This is an optimization exercise on Yosys and OpenROAD, whose aim is small area, a short achievable clock period and few clock cycles per item, not a production implementation.
RTL that was checked went through simulation tests only; none was proved equivalent to the original.
Function not checked in runs 2 and 3: the RTL went through the layout flow alone.
Power is estimated from default activity; no workload was simulated.

==> design/flow/design.v <==
`default_nettype none
package kuart_pkg;
    localparam int unsigned DEFAULT_TABLE_DEPTH = 16;
    localparam int unsigned MAX_OUT             = 16;
    localparam logic [31:0] USER_LIMIT          = 32'h8000_0000;
    localparam logic [31:0] PAGE_MASK           = 32'hFFFF_F000;
    localparam logic [31:0] EXEMPT_RESET        = 32'h02B4_0020;
    localparam logic [1:0] KIND_FAULT   = 2'd0;
    localparam logic [1:0] KIND_RELEASE = 2'd1;
    localparam logic [1:0] KIND_HOLDER  = 2'd2;
    localparam logic [1:0] KIND_NONE    = 2'd3;
    localparam logic REG_TARGET = 1'b0;
    localparam logic REG_EXEMPT = 1'b1;
    localparam int unsigned S_TDATA_W = 136;
    localparam int unsigned M_TDATA_W = 40;
endpackage
`default_nettype wire
`default_nettype none
module kernel_user_access_record_table_unit #(
    parameter int unsigned TABLE_DEPTH = kuart_pkg::DEFAULT_TABLE_DEPTH
) (
    input  wire logic                   aclk,
    input  wire logic                   aresetn,
    input  wire logic                   s_tvalid,
    output logic                        s_tready,
    input  wire logic [kuart_pkg::S_TDATA_W-1:0] s_tdata,
    input  wire logic [1:0]             s_tuser,
    output logic                        m_tvalid,
    input  wire logic                   m_tready,
    output logic [kuart_pkg::M_TDATA_W-1:0] m_tdata,
    output logic                        m_tlast,
    input  wire logic                   cfg_we,
    input  wire logic                   cfg_index,
    input  wire logic [31:0]            cfg_data
);
    localparam int unsigned N = TABLE_DEPTH;
    logic [31:0] target_reg, exempt_reg;
    logic [N-1:0] valid_reg, pend_reg;
    logic         pend_any;   
    logic [31:0] ent_ctx [N];
    logic [31:0] ent_thr [N];
    logic [30:0] ent_adr [N];
    logic [31:0] ent_pc  [N];
    logic [N-1:0] ent_thr0;
    logic        q_valid;
    logic        q_fault, q_viol, q_rd, q_thr0;
    logic [31:0] q_ctx, q_thr, q_pc;
    logic [30:0] q_adr;
    logic        q_rel, q_hold, q_relhold;
    logic [N-1:0] q_v;    
    localparam int unsigned BW = 37;
    logic [BW-1:0] out_reg, sk_reg;
    logic          sk_valid;
    logic          b_valid;
    logic [5:0]    b_flags;
    logic [N-1:0]  b_sel;
    logic          rdy_reg;    
    function automatic logic [N-1:0] lowest(input logic [N-1:0] v);
        logic seen;
        seen = 1'b0;
        for (int k = 0; k < N; k++) begin
            lowest[k] = v[k] && !seen;
            seen = seen || v[k];
        end
    endfunction
    function automatic logic many(input logic [N-1:0] v);
        logic [N-1:0] any_t, many_t;
        any_t  = v;
        many_t = '0;
        for (int w = 1; w < N; w = w * 2)
            for (int k = 0; k + w < N; k = k + 2 * w) begin
                many_t[k] = many_t[k] || many_t[k + w] || (any_t[k] && any_t[k + w]);
                any_t[k]  = any_t[k] || any_t[k + w];
            end
        many = many_t[0];
    endfunction
    logic [31:0] i_ctx, i_thr, i_adr, i_pc;
    logic i_user, i_prot, i_wr, i_ac, i_ptew, i_pass;
    logic i_fault, i_rel, i_hold, i_rd, i_relok, i_lowpg;
    logic [1:0] i_rpl;
    assign i_ctx  = s_tdata[31:0];
    assign i_thr  = s_tdata[63:32];
    assign i_adr  = s_tdata[95:64];
    assign i_pc   = s_tdata[127:96];
    assign i_user = s_tdata[128];
    assign i_prot = s_tdata[129];
    assign i_wr   = s_tdata[130];
    assign i_rpl  = s_tdata[132:131];
    assign i_ac   = s_tdata[133];
    assign i_ptew = s_tdata[134];
    assign i_pass = (i_ctx == target_reg) && !i_adr[31] && i_prot &&
                    !(i_wr && !i_ptew) && !i_user && (i_rpl != 2'd3) && !i_ac;
    assign i_fault = (s_tuser == kuart_pkg::KIND_FAULT);
    assign i_rel   = (s_tuser == kuart_pkg::KIND_RELEASE);
    assign i_hold  = (s_tuser == kuart_pkg::KIND_HOLDER);
    assign i_rd    = i_pass && !i_wr;
    assign i_relok = (i_ctx != exempt_reg);
    assign i_lowpg = !i_adr[31];
    logic [N-1:0] free_v, free_1h;
    assign free_v  = ~valid_reg & ~pend_reg;
    assign free_1h = lowest(free_v);
    logic f_dbl, f_rel, f_hold;
    always_comb begin
        logic pg_eq, adr_eq, pc_eq, ctx_eq, thr_eq;
        pg_eq  = (q_adr[30:12] == i_adr[30:12]);
        adr_eq = pg_eq && (q_adr[11:0] == i_adr[11:0]);
        pc_eq  = (q_pc == i_pc);
        ctx_eq = (q_ctx == i_ctx);
        thr_eq = (q_thr == i_thr);
        f_dbl  = adr_eq && !pc_eq;
        f_rel  = (ctx_eq && thr_eq) || q_thr0;
        f_hold = thr_eq && pg_eq;
    end
    logic [N-1:0] c_dbl, c_rel, c_hold;
    for (genvar i = 0; i < N; i++) begin : g_cmp
        logic adr_eq, pg_eq, pc_eq, ctx_eq, thr_eq;
        assign pg_eq  = (ent_adr[i][30:12] == i_adr[30:12]);
        assign adr_eq = pg_eq && (ent_adr[i][11:0] == i_adr[11:0]);
        assign pc_eq  = (ent_pc[i] == i_pc);
        assign ctx_eq = (ent_ctx[i] == i_ctx);
        assign thr_eq = (ent_thr[i] == i_thr);
        assign c_dbl[i]  = free_1h[i] ? f_dbl  : (adr_eq && !pc_eq);
        assign c_rel[i]  = free_1h[i] ? f_rel  : ((ctx_eq && thr_eq) || ent_thr0[i]);
        assign c_hold[i] = free_1h[i] ? f_hold : (thr_eq && pg_eq);
    end
    logic [N-1:0] hit_v, hit_1h, pend_1h, sel_1h;
    logic hit_any, hit_many, pend_many, rest_any;
    logic dbl_any, free_any, rec;
    logic go, emit_p, beat_en, out_free, take, b_free, b_adv;
    assign hit_v     = q_v & valid_reg;
    assign hit_1h    = lowest(hit_v);
    assign hit_any   = |hit_v;
    assign hit_many  = many(hit_v);
    assign pend_1h   = lowest(pend_reg);
    assign pend_many = many(pend_reg);
    assign dbl_any   = q_fault && hit_any;
    assign free_any  = |free_v;
    assign rec       = q_fault && q_rd && !hit_any && free_any;
    assign out_free = !m_tvalid || m_tready;
    assign b_free   = !b_valid || !sk_valid;
    assign b_adv    = b_valid && !sk_valid;
    assign go       = q_valid && !pend_any && b_free;
    assign emit_p   = pend_any && b_free;
    assign beat_en  = go || emit_p;
    assign s_tready = rdy_reg;    
    assign take     = s_tvalid && s_tready;
    logic q_valid_n, pend_any_n, sk_valid_n, b_valid_n;
    always_comb begin
        q_valid_n = q_valid;
        if (take)    q_valid_n = (s_tuser != kuart_pkg::KIND_NONE);
        else if (go) q_valid_n = 1'b0;
        pend_any_n = beat_en ? rest_any : pend_any;
        sk_valid_n = sk_valid;
        if (b_adv)         sk_valid_n = !out_free;
        else if (out_free) sk_valid_n = 1'b0;
        b_valid_n = beat_en || (b_valid && !b_adv);
    end
    assign sel_1h   = pend_any ? pend_1h : (q_relhold ? hit_1h : '0);
    assign rest_any = pend_any ? pend_many : (q_rel && hit_many);
    logic [5:0] flags;
    assign flags = {pend_any || (q_relhold && hit_any),  
                   !pend_any && q_hold && hit_any,    
                   !pend_any && rec,                  
                   !pend_any && dbl_any,              
                   !pend_any && q_fault && q_viol,    
                   !rest_any};                        
    logic [30:0] b_adr;
    always_comb begin
        b_adr = '0;
        for (int i = 0; i < N; i++)
            if (b_sel[i]) b_adr = b_adr | ent_adr[i];
    end
    logic [BW-1:0] beat;
    assign beat = {b_adr, b_flags};
    assign m_tdata = {3'd0, 1'b0, out_reg[BW-1:1]};
    assign m_tlast = out_reg[0];
    always_ff @(posedge aclk) begin
        if (!aresetn) begin
            target_reg <= 32'd0;
            exempt_reg <= kuart_pkg::EXEMPT_RESET;
            valid_reg  <= '0;
            pend_reg   <= '0;
            pend_any   <= 1'b0;
            q_valid    <= 1'b0;
            sk_valid   <= 1'b0;
            b_valid    <= 1'b0;
            rdy_reg    <= 1'b1;
            m_tvalid   <= 1'b0;
        end else begin
            if (cfg_we) begin
                if (cfg_index == kuart_pkg::REG_TARGET) target_reg <= cfg_data;
                else                                    exempt_reg <= cfg_data;
            end
            q_valid  <= q_valid_n;
            sk_valid <= sk_valid_n;
            b_valid  <= b_valid_n;
            rdy_reg  <= !q_valid_n || (!pend_any_n && (!b_valid_n || !sk_valid_n));
            if (go) valid_reg <= (valid_reg | (rec ? free_1h : '0)) &
                                 ~(q_rel ? hit_v : '0) & ~(q_hold ? hit_1h : '0);
            if (beat_en) pend_reg <= pend_any ? (pend_reg & ~pend_1h) :
                                     (q_rel ? (hit_v & ~hit_1h) : '0);
            pend_any <= pend_any_n;
            if (b_adv)         m_tvalid <= 1'b1;
            else if (out_free) m_tvalid <= sk_valid;
        end
    end
    always_ff @(posedge aclk) begin
        if (beat_en) begin
            b_flags <= flags;
            b_sel   <= sel_1h;
        end
        if (out_free && (b_adv || sk_valid)) out_reg <= sk_valid ? sk_reg : beat;
        if (b_adv && !out_free) sk_reg <= beat;
    end
    always_ff @(posedge aclk) begin
        if (take) begin
            q_fault <= i_fault;
            q_viol  <= i_pass;
            q_rd    <= i_rd;
            q_thr0  <= (i_thr == 32'd0);
            q_ctx   <= i_ctx;
            q_thr   <= i_thr;
            q_adr   <= i_adr[30:0];
            q_pc    <= i_pc;
            q_rel   <= i_rel;
            q_hold  <= i_hold;
            q_relhold <= i_rel || i_hold;
            q_v     <= (i_fault && i_rd)    ? c_dbl  :
                       (i_rel && i_relok)   ? c_rel  :
                       (i_hold && i_lowpg)  ? c_hold : '0;
        end
    end
    always_ff @(posedge aclk) begin
        for (int i = 0; i < N; i++) begin
            if (free_1h[i] && !(b_valid && sk_valid && b_sel[i])) begin
                ent_ctx[i]  <= q_ctx;
                ent_thr[i]  <= q_thr;
                ent_adr[i]  <= q_adr;
                ent_pc[i]   <= q_pc;
                ent_thr0[i] <= q_thr0;
            end
        end
    end
endmodule
`default_nettype wire
==> design/flow/flow/run.sh <==
#!/bin/bash
# Standard layout, with three changes: the port buffers are buf_4 cells instead of delay
# buffers, timing repair may resize a cell to any drive strength of its function, not
# only to cells of the same footprint, and CTS inserts no dummy loads.
set -euo pipefail
bash standard.sh "BUFFER_PORTS_ARGS=-buffer_cell sky130_fd_sc_hd__buf_4" MATCH_CELL_FOOTPRINT=0 \
  "CTS_ARGS=-sink_clustering_enable -repair_clock_nets -dont_use_dummy_load" \
  finish > layout.log 2>&1
==> design/flow/standard.sh <==
#!/bin/bash
# synth_recipe.tcl (not shown) runs the flow's synth.tcl, then flattens the netlist and writes it again
# the make line also repeats each setting of config.mk as NAME=value (left out here)
make -C /OpenROAD-flow-scripts/flow DESIGN_CONFIG=/design/flow/config.mk WORK_HOME=/design/flow/orfs CLKGATE_MAP_FILE= SYNTH_SCRIPT=/design/flow/synth_recipe.tcl "${@:-finish}"
==> design/flow/config.mk <==
export PLATFORM = sky130hd
export DESIGN_NAME = kernel_user_access_record_table_unit
export DESIGN_NICKNAME = kernel_user_access_record_table_unit
export VERILOG_FILES = /design/flow/design.v
export SDC_FILE = /design/flow/constraint.sdc
export NUM_CORES = 4
export LEC_CHECK = 0
export CAP_MARGIN = 20
export CORE_MARGIN = 2
export CORE_UTILIZATION = 60
export SETUP_SLACK_MARGIN = 3.0
export SLEW_MARGIN = 20
==> design/flow/constraint.sdc <==
create_clock -name core_clock -period 6.0 [get_ports {aclk}]
set_input_delay 1.2000 -clock core_clock [delete_from_list [all_inputs] [get_ports {aclk}]]
set_output_delay 1.2000 -clock core_clock [all_outputs]
set_load 0.01 [all_outputs]
==> results of run 1 <==
[Yosys cell counts (all sizes together), types with 43 or more instances]
cell type / count
nor2: 62
edfxtp: 2294
nand3: 56
nand2: 224
nand4: 478
nor4: 260
dfxtp: 101
buf: 156
a21boi: 83
xor2: 660
a22o: 127
nor3: 43
clkbuf: 212
a221oi: 125
a21oi: 44
xnor2: 1563
[per-layer routing]
metal | wire length (µm) | GRT usage | vias to the layer above | part of all wire
met5 | 39 | 0 | - | 0.00012
met4 | 15500 | 0.150 | 6 | 0.046
met3 | 38400 | 0.0734 | 766 | 0.11
met2 | 155000 | 0.595 | 4057 | 0.46
met1 | 127000 | 0.533 | 31900 | 0.38
li1 | - | - | 25800 | -
[metrics by stage]
stage          setup WS, ps  power (mW)  instance area [µm²]   util
2_1_floorplan          2070        20.2               104000      -
3_3_place_gp           1420        21.2               108000  0.633
3_5_place_dp           1420        21.2               108000  0.633
4_1_cts                2830        33.5               115000  0.670
5_1_grt                2870        34.2               115000  0.672
6_report               2790        33.5               115000  0.672
[power breakdown]
part           leakage [nW]  internal, mW  switching (mW)
logic                  10.9         0.732            1.57
registers              21.7          18.5           0.154
clock network          2.92          6.84            5.72
total                  35.5          26.0            7.44
[cells in the final DEF (no fill, tap or decap), types with 6 or more instances in the layout]
master / instances
a22o_1: 127
buf_4: 407
a21oi_4: 15
buf_12: 18
a221oi_1: 125
nor4_2: 28
nor4_4: 12
buf_6: 14
a21oi_1: 29
nand2b_1: 7
nor2_1: 60
a21boi_0: 80
nor3_1: 39
dfxtp_1: 95
o32ai_1: 6
dfxtp_2: 6
o21a_1: 10
a211oi_1: 7
o22ai_1: 20
xnor2_1: 1560
clkbuf_16: 240
o21ai_0: 32
xor2_1: 660
edfxtp_1: 2294
diode_2: 7
o211ai_1: 11
and2_1: 9
nand2_1: 221
inv_1: 13
mux2_2: 37
o31ai_1: 8
nand3_1: 54
nand4_1: 478
a41oi_1: 15
nor4_1: 220
a22oi_1: 9
[cell type report]
| class | instances | area, µm² |
|---|---|---|
| Clock buffer | 237 | 5930 |
| Sequential cell | 2395 | 70900 |
| Multi-Input combinational cell | 4000 | 31600 |
| Antenna cell | 7 | 17.5 |
| Timing Repair Buffer | 443 | 3660 |
| Inverter | 14 | 56.3 |
| Fill cell | 11800 | 56300 |
| Tap cell | 2310 | 2890 |
[timing repair]
| action | CTS | global route |
|---|---|---|
| setup endpoints to repair | 668 | 229 |
| setup buffers | 19 | 5 |
| pin swaps | 6 | 3 |
| cloned | 1 | 1 |
| resized for setup | 57 | 29 |
| endpoints found under the hold margin | 0 | 0 |
[worst paths after layout]
path	slack, ps	depth (start not counted)	startpoint	to
setup reg to reg	2990	4	pend_reg[2]	ent_thr[6][2]
setup / recovery	2790	8	s_tdata[117]	q_v[3]
hold / removal	450	0	b_flags[5]	sk_reg[5]
hold reg to reg	450	0	b_flags[5]	sk_reg[5]
[cells by family after synthesis]
kind of cell	count (synthesis)
DFF	2395
xor gates and xnor gates	2223
and+or+nand+nor	1180
AOI/OAI and AO/OA	544
buffers and inverters	382
muxes	42
adders and majority gates	7
other	1
==> impl_metrics.json, run 1 <==
{
  "cts_tree": "done",
  "hold_path_class": "register to register",
  "ys.flop_type": "edfxtp_1",
  "first_iter_violations": 9861,
  "port_buffers": 213,
  "drive_above_1_share": 0.115,
  "yosys.area.top_type": "edfxtp_1",
  "reg_top3": "ent_ctx x512, ent_pc x512, ent_thr x512",
  "synth_compound_area_frac": 0.0413,
  "cts.htree.levels": 4,
  "drv_slew": 0,
  "worstSkewPairLatency_ps": 900,
  "cp_cell_sequence": "buf_4 -> xor2_1 -> nor4_1 -> nand4_1 -> nor2_1 -> o32a_1 -> nand2_1 -> a21boi_0",
  "synthAdderAreaFrac": 0.000775,
  "path_max_fanout": 18,
  "holdWs_ps": 451,
  "synth_area_um2": 103000,
  "status": "no timing/DRC/antenna violations",
  "finalNonFillerCells": 9406,
  "peakVddDrop_uv": 309,
  "critPathMaxStageDelay_ps": 880,
  "syn_to_final_growth_pct": 11.3,
  "seq_area_frac_synth": 0.686,
  "path_delay_family": "simple AND/OR/NAND/NOR gates",
  "cp.required_ps": 6580,
  "synth_top_family_by_area": "XOR/XNOR gates",
  "grt_usage": 0.382,
  "dp_hpwl_mm": 197,
  "ioPinCount": 219,
  "firstDrtPassIters": 6,
  "grt_pass1_wl_mm": 462,
  "ctsHoldBuffers": 0,
  "overflow": 0,
  "rsz0062_at_grt": "true",
  "wire_per_inst_um": 35.7,
  "synthXorXnorAreaFrac": 0.188,
  "coreArea_um2": 171000,
  "fp.dieW_um": 419,
  "yosysWarnings": 5,
  "dieArea_um2": 176000,
  "routabilityCongestion": 0.944,
  "root_buffer": "clkbuf_16",
  "dp_cells": 9136,
  "grt_max_degree": 129,
  "die_h_um": 419,
  "path_buf_inv": 1,
  "finalCriticalPeriod_ps": 3210,
  "arrival_ps": 3790,
  "antenna_found_initial": 16,
  "async_flop_share": 0,
  "viasPerCell": 6.65,
  "cts_sinks": 2395,
  "vias": 62500,
  "synth_cells": 6774,
  "start_kind": "input port",
  "synth_top_area_frac": 0.666,
  "setup_viol": 0,
  "max_freq_ghz": 0.312,
  "fin_tns_setup_ps": 0,
  "avgSynthCellArea_um2": 15.3,
  "fp-row-count": 152,
  "yosysUniqueCellTypes": 76,
  "cts.clk_slew.worst_paths_ps": 60,
  "hold_viol_final": 0,
  "clockBufferDepth": 3,
  "yosys.area_share.simple": 0.0640,
  "post-route-drc-count": 0,
  "critPathCaptureType": "register",
  "timing.slew.headroom": 0.204,
  "synthMuxAreaShare": 0.00451,
  "detail-route-antenna-nets": 0,
  "fin_skew_ps": 72.5,
  "initial_core_util": 0.603,
  "tightest_slew_ps": 1190,
  "critical_path_class": "input port to register",
  "synth_edf_count": 2294,
  "nets": 7271,
  "wl_mm": 336,
  "drv_cap": 0,
  "cts_buffers": 237,
  "p_leak_nw": 35.5,
  "fin_crit_sh": 0.535,
  "synthTopCellsByArea": "edfxtp_1 (67%), xnor2_1 (13%), xor2_1 (5.6%)",
  "ys_ff_latch": 2395,
  "grt_pass1_vias": 59700,
  "worst_path_max_delay_cell": "nor4_1",
  "power.density_nw_per_um2": 291
}
Testbench counts, summed over its fixed seeds: cycles 5,231, items 4,800.
==> inputs of run 2 (changes only) <==
--- a/design/flow/design.v
+++ b/design/flow/design.v
@@ -51,9 +51,6 @@
     localparam int unsigned BW = 37;
     logic [BW-1:0] out_reg, sk_reg;
     logic          sk_valid;
-    logic          b_valid;
-    logic [5:0]    b_flags;
-    logic [N-1:0]  b_sel;
     logic          rdy_reg;    
     function automatic logic [N-1:0] lowest(input logic [N-1:0] v);
         logic seen;
@@ -126,7 +123,7 @@
     logic [N-1:0] hit_v, hit_1h, pend_1h, sel_1h;
     logic hit_any, hit_many, pend_many, rest_any;
     logic dbl_any, free_any, rec;
-    logic go, emit_p, beat_en, out_free, take, b_free, b_adv;
+    logic go, emit_p, beat_en, out_free, take;
     assign hit_v     = q_v & valid_reg;
     assign hit_1h    = lowest(hit_v);
     assign hit_any   = |hit_v;
@@ -137,41 +134,37 @@
     assign free_any  = |free_v;
     assign rec       = q_fault && q_rd && !hit_any && free_any;
     assign out_free = !m_tvalid || m_tready;
-    assign b_free   = !b_valid || !sk_valid;
-    assign b_adv    = b_valid && !sk_valid;
-    assign go       = q_valid && !pend_any && b_free;
-    assign emit_p   = pend_any && b_free;
+    assign go       = q_valid && !pend_any && !sk_valid;
+    assign emit_p   = pend_any && !sk_valid;
     assign beat_en  = go || emit_p;
     assign s_tready = rdy_reg;    
     assign take     = s_tvalid && s_tready;
-    logic q_valid_n, pend_any_n, sk_valid_n, b_valid_n;
+    logic q_valid_n, pend_any_n, sk_valid_n;
     always_comb begin
         q_valid_n = q_valid;
         if (take)    q_valid_n = (s_tuser != kuart_pkg::KIND_NONE);
         else if (go) q_valid_n = 1'b0;
         pend_any_n = beat_en ? rest_any : pend_any;
         sk_valid_n = sk_valid;
-        if (b_adv)         sk_valid_n = !out_free;
+        if (beat_en)       sk_valid_n = !out_free;
         else if (out_free) sk_valid_n = 1'b0;
-        b_valid_n = beat_en || (b_valid && !b_adv);
     end
     assign sel_1h   = pend_any ? pend_1h : (q_relhold ? hit_1h : '0);
     assign rest_any = pend_any ? pend_many : (q_rel && hit_many);
-    logic [5:0] flags;
-    assign flags = {pend_any || (q_relhold && hit_any),  
+    logic [30:0] sel_adr;
+    always_comb begin
+        sel_adr = '0;
+        for (int i = 0; i < N; i++)
+            if (sel_1h[i]) sel_adr = sel_adr | ent_adr[i];
+    end
+    logic [BW-1:0] beat;
+    assign beat = {sel_adr,
+                   pend_any || (q_relhold && hit_any),  
                    !pend_any && q_hold && hit_any,    
                    !pend_any && rec,                  
                    !pend_any && dbl_any,              
                    !pend_any && q_fault && q_viol,    
                    !rest_any};                        
-    logic [30:0] b_adr;
-    always_comb begin
-        b_adr = '0;
-        for (int i = 0; i < N; i++)
-            if (b_sel[i]) b_adr = b_adr | ent_adr[i];
-    end
-    logic [BW-1:0] beat;
-    assign beat = {b_adr, b_flags};
     assign m_tdata = {3'd0, 1'b0, out_reg[BW-1:1]};
     assign m_tlast = out_reg[0];
     always_ff @(posedge aclk) begin
@@ -183,7 +176,6 @@
             pend_any   <= 1'b0;
             q_valid    <= 1'b0;
             sk_valid   <= 1'b0;
-            b_valid    <= 1'b0;
             rdy_reg    <= 1'b1;
             m_tvalid   <= 1'b0;
         end else begin
@@ -193,24 +185,19 @@
             end
             q_valid  <= q_valid_n;
             sk_valid <= sk_valid_n;
-            b_valid  <= b_valid_n;
-            rdy_reg  <= !q_valid_n || (!pend_any_n && (!b_valid_n || !sk_valid_n));
+            rdy_reg  <= !q_valid_n || (!pend_any_n && !sk_valid_n);
             if (go) valid_reg <= (valid_reg | (rec ? free_1h : '0)) &
                                  ~(q_rel ? hit_v : '0) & ~(q_hold ? hit_1h : '0);
             if (beat_en) pend_reg <= pend_any ? (pend_reg & ~pend_1h) :
                                      (q_rel ? (hit_v & ~hit_1h) : '0);
             pend_any <= pend_any_n;
-            if (b_adv)         m_tvalid <= 1'b1;
+            if (beat_en)       m_tvalid <= 1'b1;
             else if (out_free) m_tvalid <= sk_valid;
         end
     end
     always_ff @(posedge aclk) begin
-        if (beat_en) begin
-            b_flags <= flags;
-            b_sel   <= sel_1h;
-        end
-        if (out_free && (b_adv || sk_valid)) out_reg <= sk_valid ? sk_reg : beat;
-        if (b_adv && !out_free) sk_reg <= beat;
+        if (out_free && (beat_en || sk_valid)) out_reg <= sk_valid ? sk_reg : beat;
+        if (beat_en && !out_free) sk_reg <= beat;
     end
     always_ff @(posedge aclk) begin
         if (take) begin
@@ -232,7 +219,7 @@
     end
     always_ff @(posedge aclk) begin
         for (int i = 0; i < N; i++) begin
-            if (free_1h[i] && !(b_valid && sk_valid && b_sel[i])) begin
+            if (free_1h[i]) begin
                 ent_ctx[i]  <= q_ctx;
                 ent_thr[i]  <= q_thr;
                 ent_adr[i]  <= q_adr;
==> design/flow/run.sh (new file) <==
#!/bin/bash
# synth_recipe.tcl (not shown) runs the flow's synth.tcl, then flattens the netlist and writes it again
# the make line also repeats each setting of config.mk as NAME=value (left out here)
make -C /OpenROAD-flow-scripts/flow DESIGN_CONFIG=/design/flow/config.mk WORK_HOME=/design/flow/orfs CLKGATE_MAP_FILE= SYNTH_SCRIPT=/design/flow/synth_recipe.tcl finish
--- a/design/flow/config.mk
+++ b/design/flow/config.mk
@@ -7,6 +7,7 @@
 export LEC_CHECK = 0
 export CAP_MARGIN = 20
 export CORE_MARGIN = 2
-export CORE_UTILIZATION = 60
-export SETUP_SLACK_MARGIN = 3.0
+export CORE_UTILIZATION = 40
+export SETUP_SLACK_MARGIN = 3.2
 export SLEW_MARGIN = 20
+export TNS_END_PERCENT = 5
removed: design/flow/flow/run.sh
removed: design/flow/standard.sh
==> impl_metrics.json, run 2 <==
{
  "clockBufferDepth": 4,
  "grt_pass1_vias": 65600,
  "clockPowerShare": 0.435,
  "fin_tns_setup_ps": 0,
  "rsz0062_at_grt": "true",
  "switching_power_mw": 8.63,
  "status": "no timing/DRC/antenna violations",
  "p_leak_nw": 40.6,
  "overflow": 0,
  "path_delay_family": "compound AO/OA/AOI/OAI gates",
  "ys.flop_type": "edfxtp_1",
  "fp-row-count": 187,
  "ff2ff_setup_slack_ps": 2830,
  "final_cell_mix": "edfxtp_1 (2,272), xnor2_1 (1,431), xor2_1 (750), buf_4 (540), nand4_1 (460)",
  "seq_area_um2": 70300,
  "peakVddDrop_uv": 339,
  "critPathCaptureType": "register",
  "grt_max_degree": 111,
  "start_kind": "register",
  "async_flop_share": 0,
  "cts.htree.levels": 5,
  "syn_to_final_growth_pct": 20.9,
  "firstDrtPassIters": 10,
  "avgSynthCellArea_um2": 14.7,
  "yosys.area.top_type": "edfxtp_1",
  "coreArea_um2": 259000,
  "critPathMaxStageDelay_ps": 770,
  "dp_hpwl_mm": 259,
  "arrival_ps": 3870,
  "fin_crit_sh": 0.529,
  "ys_ff_latch": 2372,
  "cp.required_ps": 6700,
  "wl_mm": 411,
  "setup_viol": 0,
  "detail-route-antenna-nets": 0,
  "grt_usage": 0.303,
  "synth_top_area_frac": 0.654,
  "fillers": 22100,
  "drv_slew": 0,
  "viasPerCell": 6.06,
  "holdWs_ps": 445,
  "path_buf_inv": 3,
  "layout_commonest_cell": "edfxtp_1",
  "cp_cell_sequence": "a22o_1 -> nor2_1 -> a21o_4 -> buf_12 -> buf_8 -> buf_4 -> a211o_1 -> nor3_2 -> a31oi_2",
  "synth_area_um2": 104000,
  "root_buffer": "clkbuf_16",
  "r2r_end": "out_reg[17]",
  "fin_skew_ps": 54.8,
  "p_sw_frac": 0.232,
  "dieArea_um2": 265000,
  "first_iter_violations": 10500,
  "synth_edf_count": 2272,
  "p_comb_frac": 0.070,
  "multiInputGateArea_um2": 34200,
  "port_buffers": 213,
  "ioPinCount": 219,
  "min_to": "ent_ctx[11][31]",
  "power.internal_mw": 28.6,
  "cts_tree": "done",
  "critical_path_class": "register to register",
  "cts_sinks": 2372,
  "min_path_cells": 0,
  "vias": 69300,
  "die_h_um": 515,
  "reg_top3": "ent_ctx x512, ent_pc x512, ent_thr x512",
  "power.density_nw_per_um2": 296,
  "post-synth-top-count-cell": "edfxtp_1",
  "seq_area_frac_synth": 0.673,
  "worstSkewPairLatency_ps": 950,
  "synthTopCellsByArea": "edfxtp_1 (65%), xnor2_1 (12%), xor2_1 (6.3%)",
  "path_max_fanout": 6,
  "worstHoldStart": "q_ctx[31]",
  "fin_ws_ps": 2830,
  "rr_startpoint": "q_v[6]",
  "synth_cells": 7072,
  "fin_util": 0.486,
  "tightest_slew_ps": 1230,
  "hold_viol_final": 0,
  "finalNonFillerCells": 11400,
  "hold_path_class": "register to register",
  "cts_buffers": 278,
  "nets": 8027,
  "worst_path_max_delay_cell": "nor2_1",
  "drv_cap": 0,
  "routabilityCongestion": 1.01,
  "dp_cells": 10800,
  "fp.dieW_um": 515,
  "wire_per_inst_um": 35.9,
  "p_seq_frac": 0.495,
  "finalCriticalPeriod_ps": 3170,
  "max_freq_ghz": 0.315,
  "ctsHoldBuffers": 0,
  "pre_cts_ws_ps": 1190,
  "reg2reg_depth": 9,
  "timing.slew.headroom": 0.175,
  "post-route-drc-count": 0,
  "yosysWarnings": 5,
  "synth_common_cells": "edfxtp_1 (2,272), xnor2_1 (1,471), xor2_1 (752)",
  "grt_pass1_wl_mm": 552,
  "initial_core_util": 0.402,
  "cts.clk_slew.worst_paths_ps": 60,
  "yosysUniqueCellTypes": 92,
  "crit_start": "q_v[6]",
  "drive_above_1_share": 0.183,
  "antenna_found_initial": 28
}
-- run 2: cell types whose count changed after synthesis, sizes merged, moves of 35 or more --
cell,before,now
a21boi,83,3
a21oi,44,127
a221oi,125,30
a222oi,1,59
a22o,127,37
a22oi,9,112
a32oi,2,37
clkbuf,212,274
nand2,224,295
xnor2,1563,1471
xor2,660,752
-- run 2: power groups by stage --
stage | combinational, mW | clock, mW | sequential [mW]
after detailed placement | 2.38 | 0 | 18.8
after global routing | 2.67 | 17.0 | 18.4
after CTS | 2.54 | 16.3 | 18.4
final | 2.60 | 16.2 | 18.4
after global placement | 2.37 | 0 | 18.8
after floorplan | 1.15 | 0 | 18.8
-- run 2: routing by layer --
metal	vias to the layer above	part of all wire	global-route usage
met5	-	0.00028	0
met4	18	0.045	0.115
met3	876	0.12	0.0791
met2	4595	0.44	0.459
met1	35800	0.39	0.415
li1	28100	-	-
-- run 2: kinds of logic (layout without fill, tap and decap cells) --
logic type               Yosys count  after routing  synth area share
AO/OA/AOI/OAI                    630            630            0.0450
other                              1             13         0.0000360
buffers and inverters            440           1398            0.0175
XOR/XNOR                        2223           2223             0.187
multiplexers                      30             30           0.00322
AND/OR/NAND/NOR                 1370           1370            0.0735
flip-flops                      2372           2372             0.673
adder cells (fa/ha/maj)            6              6          0.000672
-- run 2: through the flow --
step / power [mW] / cell area, µm²
after floorplan: 20.0 / 104000
after global placement: 21.2 / 113000
after detailed placement: 21.2 / 113000
after CTS: 37.3 / 125000
after global routing: 38.1 / 126000
final: 37.3 / 126000
-- run 2: cell type report --
type,count,share of cell area
flip-flops and latches,2372,0.557
multi-input cells,4263,0.272
repair buffers,880,0.0658
clock buffers,351,0.0585
well taps,3402,0.0338
clock inverters,115,0.00837
inverters,44,0.00374
repair inverters,8,0.000556
diodes,9,0.000179
-- run 2: what timing repair did --
action / CTS / global route
gates resized for setup: 857 / 73
pin swaps: 128 / 27
buffers inserted: 164 / 23
cloned: 16 / 3
endpoints found under the setup margin: 1512 / 608
-- run 2: how the worst max path moves through the flow --
stage	end	cells after the start	slack, ps
2_1_floorplan	q_v[1]	9	980
3_3_place_gp	q_v[8]	8	1120
3_5_place_dp	q_v[8]	8	1190
4_1_cts	m_tlast	1	2930
5_1_grt	out_reg[21]	12	2910
6_report	out_reg[17]	9	2830
==> inputs of run 3 (changes only) <==
--- a/design/flow/config.mk
+++ b/design/flow/config.mk
@@ -7,7 +7,6 @@
 export LEC_CHECK = 0
 export CAP_MARGIN = 20
 export CORE_MARGIN = 2
-export CORE_UTILIZATION = 40
+export CORE_UTILIZATION = 60
 export SETUP_SLACK_MARGIN = 3.2
 export SLEW_MARGIN = 20
-export TNS_END_PERCENT = 5
==> impl_metrics.json, run 3 <==
{
  "avgSynthCellArea_um2": 14.7,
  "power.density_nw_per_um2": 279,
  "cts_sinks": 2372,
  "fin_area_um2": 126000,
  "synth_area_um2": 104000,
  "final_cell_mix": "edfxtp_1 (2,272), xnor2_1 (1,399), xor2_1 (750), buf_4 (603), nand4_1 (460)",
  "ys.flop_type": "edfxtp_1",
  "drv_cap": 0,
  "cts.clk_slew.worst_paths_ps": 60,
  "coreArea_um2": 173000,
  "yosysWarnings": 5,
  "synthTopCellsByArea": "edfxtp_1 (65%), xnor2_1 (12%), xor2_1 (6.3%)",
  "placed_area_um2": 111000,
  "first_iter_violations": 12100,
  "hold_path_class": "register to register",
  "grt_max_degree": 118,
  "firstDrtPassIters": 9,
  "dp_hpwl_mm": 244,
  "synth_top_area_frac": 0.654,
  "overflow": 0,
  "yosysUniqueCellTypes": 92,
  "worstSkewPairLatency_ps": 900,
  "wl_mm": 400,
  "arrival_ps": 3760,
  "critPathCaptureType": "register",
  "vias": 71300,
  "cp_cell_sequence": "nor2b_4 -> buf_12 -> nand4_1 -> o21bai_4 -> buf_12 -> buf_12 -> a221oi_2 -> nand4_1 -> or3b_4 -> mux2_4",
  "port_buffers": 213,
  "synth_common_cells": "edfxtp_1 (2,272), xnor2_1 (1,471), xor2_1 (752)",
  "initial_core_util": 0.602,
  "fin_tns_setup_ps": 0,
  "root_buffer": "clkbuf_16",
  "worst_path_max_delay_cell": "edfxtp_1",
  "fin_skew_ps": 37.1,
  "dieArea_um2": 177000,
  "detail-route-antenna-nets": 0,
  "path_max_fanout": 8,
  "rsz0062_at_grt": "true",
  "synth_cells": 7072,
  "clockBufferDepth": 3,
  "drv_slew": 0,
  "cp.required_ps": 6640,
  "fin_crit_sh": 0.519,
  "grt_usage": 0.437,
  "ys_ff_latch": 2372,
  "layout_commonest_cell": "edfxtp_1",
  "ioPinCount": 219,
  "post-route-drc-count": 0,
  "cts_buffers": 236,
  "grt_pass1_wl_mm": 535,
  "cts.htree.levels": 4,
  "hold_viol_final": 0,
  "viasPerCell": 6.79,
  "drive_above_1_share": 0.212,
  "reg_top3": "ent_ctx x512, ent_pc x512, ent_thr x512",
  "fp.dieW_um": 421,
  "cts_tree": "done",
  "setup_viol": 0,
  "start_kind": "register",
  "async_flop_share": 0,
  "critPathMaxStageDelay_ps": 530,
  "die_h_um": 421,
  "max_freq_ghz": 0.321,
  "peakVddDrop_uv": 304,
  "grt_pass1_vias": 66500,
  "finalCriticalPeriod_ps": 3110,
  "nets": 8157,
  "cpMostUsedCell": "buf_12",
  "wire_per_inst_um": 38.0,
  "post-synth-top-count-cell": "edfxtp_1",
  "p_leak_nw": 41.6,
  "tightest_slew_ps": 1090,
  "timing.slew.headroom": 0.270,
  "fp-row-count": 153,
  "status": "no timing/DRC/antenna violations",
  "antenna_found_initial": 11,
  "yosys.area.top_type": "edfxtp_1",
  "synth_edf_count": 2272,
  "critical_path_class": "register to register",
  "seq_area_frac_synth": 0.673,
  "routabilityCongestion": 1.06,
  "syn_to_final_growth_pct": 21.3
}
run 3: changes by cell type in the layout (fill, tap and decap cells not counted), moves of 13 or more:
cell	delta
a22oi_1	-13
a22oi_2	+13
buf_12	+45
buf_4	+63
buf_6	+39
clkbuf_16	-38
clkbuf_4	+22
clkdlybuf4s15_2	-17
clkdlybuf4s50_1	-34
xnor2_1	-32
xnor2_2	+28
run 3: through the flow:
step / std cells / power, mW / setup slack [ps] / hold slack (ps) / util
after global placement: 9652 / 21.1 / 1030 / 430 / 0.643
after detailed placement: 9652 / 21.1 / 1040 / 435 / 0.643
after CTS: 10400 / 35.1 / 3000 / 453 / 0.715
after floorplan: 7075 / 20.0 / 983 / 448 / -
final: 10500 / 35.3 / 2890 / 455 / 0.730
after global routing: 10500 / 36.0 / 2950 / 468 / 0.730
run 3: final cells by class:
type                       count  area, µm²
antenna                        8       20.0
timing repair buffer        1045      10400
clock buffer                 318       6380
inverter                      44        338
tap                         2325       2910
multi-input combinational   4268      35200
clock inverter               116        875
fill                       11200      46800
sequential                  2372      70300
timing repair inverter        10       80.1
run 3: final timing paths:
check                                from        endpoint  slack [ps]  cells after the start
worst min register to register  q_thr[26]  ent_thr[2][26]         460                      0
worst min-delay path            q_thr[26]  ent_thr[2][26]         460                      0
worst max register to register  q_relhold     out_reg[15]        2890                     10
worst max-delay path            q_relhold     out_reg[15]        2890                     10
run 3: critical path: cells and delay by family, from the launching register on:
kind	cells	cell delay (ps)
flops	1	530
compound gates	2	430
simple gates	4	1190
mux	1	280
buf+inv	3	420
run 3: routing by layer:
layer  GRT usage  wire length [µm]
met3       0.115             55500
met5           0                46
met2       0.648            174000
met4       0.267             30600
met1       0.582            139000
run 3: report_power, final:
part / internal, mW / switching (mW) / leakage, nW / total, mW
registers: 18.3 / 0.124 / 21.6 / 18.4
clock network: 7.87 / 6.33 / 3.56 / 14.2
logic: 0.949 / 1.74 / 16.4 / 2.69
total: 27.1 / 8.19 / 41.6 / 35.3
run 3: cells by family (layout without fill, tap and decap cells):
group,count (synthesis),after routing,share of synthesized area
AOI/OAI and AO/OA,630,631,0.0450
DFF,2372,2372,0.673
adders and majority gates,6,6,0.000672
xor gates and xnor gates,2223,2223,0.187
buffers and inverters,440,1533,0.0175
muxes,30,30,0.00322
and+or+nand+nor,1370,1374,0.0735
other,1,12,0.0000360
run 3: repair_timing:
action                                  CTS  global route
hold buffers                              0             0
resized for setup                      1034           378
gates cloned                             23            10
endpoints found under the hold margin     0             0
pin swaps                               121           148
setup endpoints to repair              1813           655
buffers inserted                        260           119

[re-timing with driven ports]
The flow's constraints put no driver on any port. The routed layouts listed below were extracted and timed again, unchanged, in two steps.
Step 1 assumes that a clkbuf_16 drives the clock port and a buf_2 every other input.
Step 2 adds t to the input delays and takes it off the output delays; t is the mean of the earliest and latest rising clock arrival at the registers after step 1. Input paths then give back, and output paths get back, about the clock's delay inside the block.
Three values: no drivers, after step 1, after step 2; two values: the first two.
run	t, ns	setup slack, ns	latest minus earliest clock arrival (ns)
run 1	0.956	2.792 / 2.853 / 1.898	0.073 / 0.073
run 2	1.018	2.829 / 2.829 / 1.962	0.062 / 0.061
run 3	0.978	2.887 / 2.887 / 2.100	0.039 / 0.039
After both steps setup and hold are still met in every run listed. The setup slack of run 1, which loses most, moves by +0.061 ns with the drivers and by -0.894 ns with both steps.
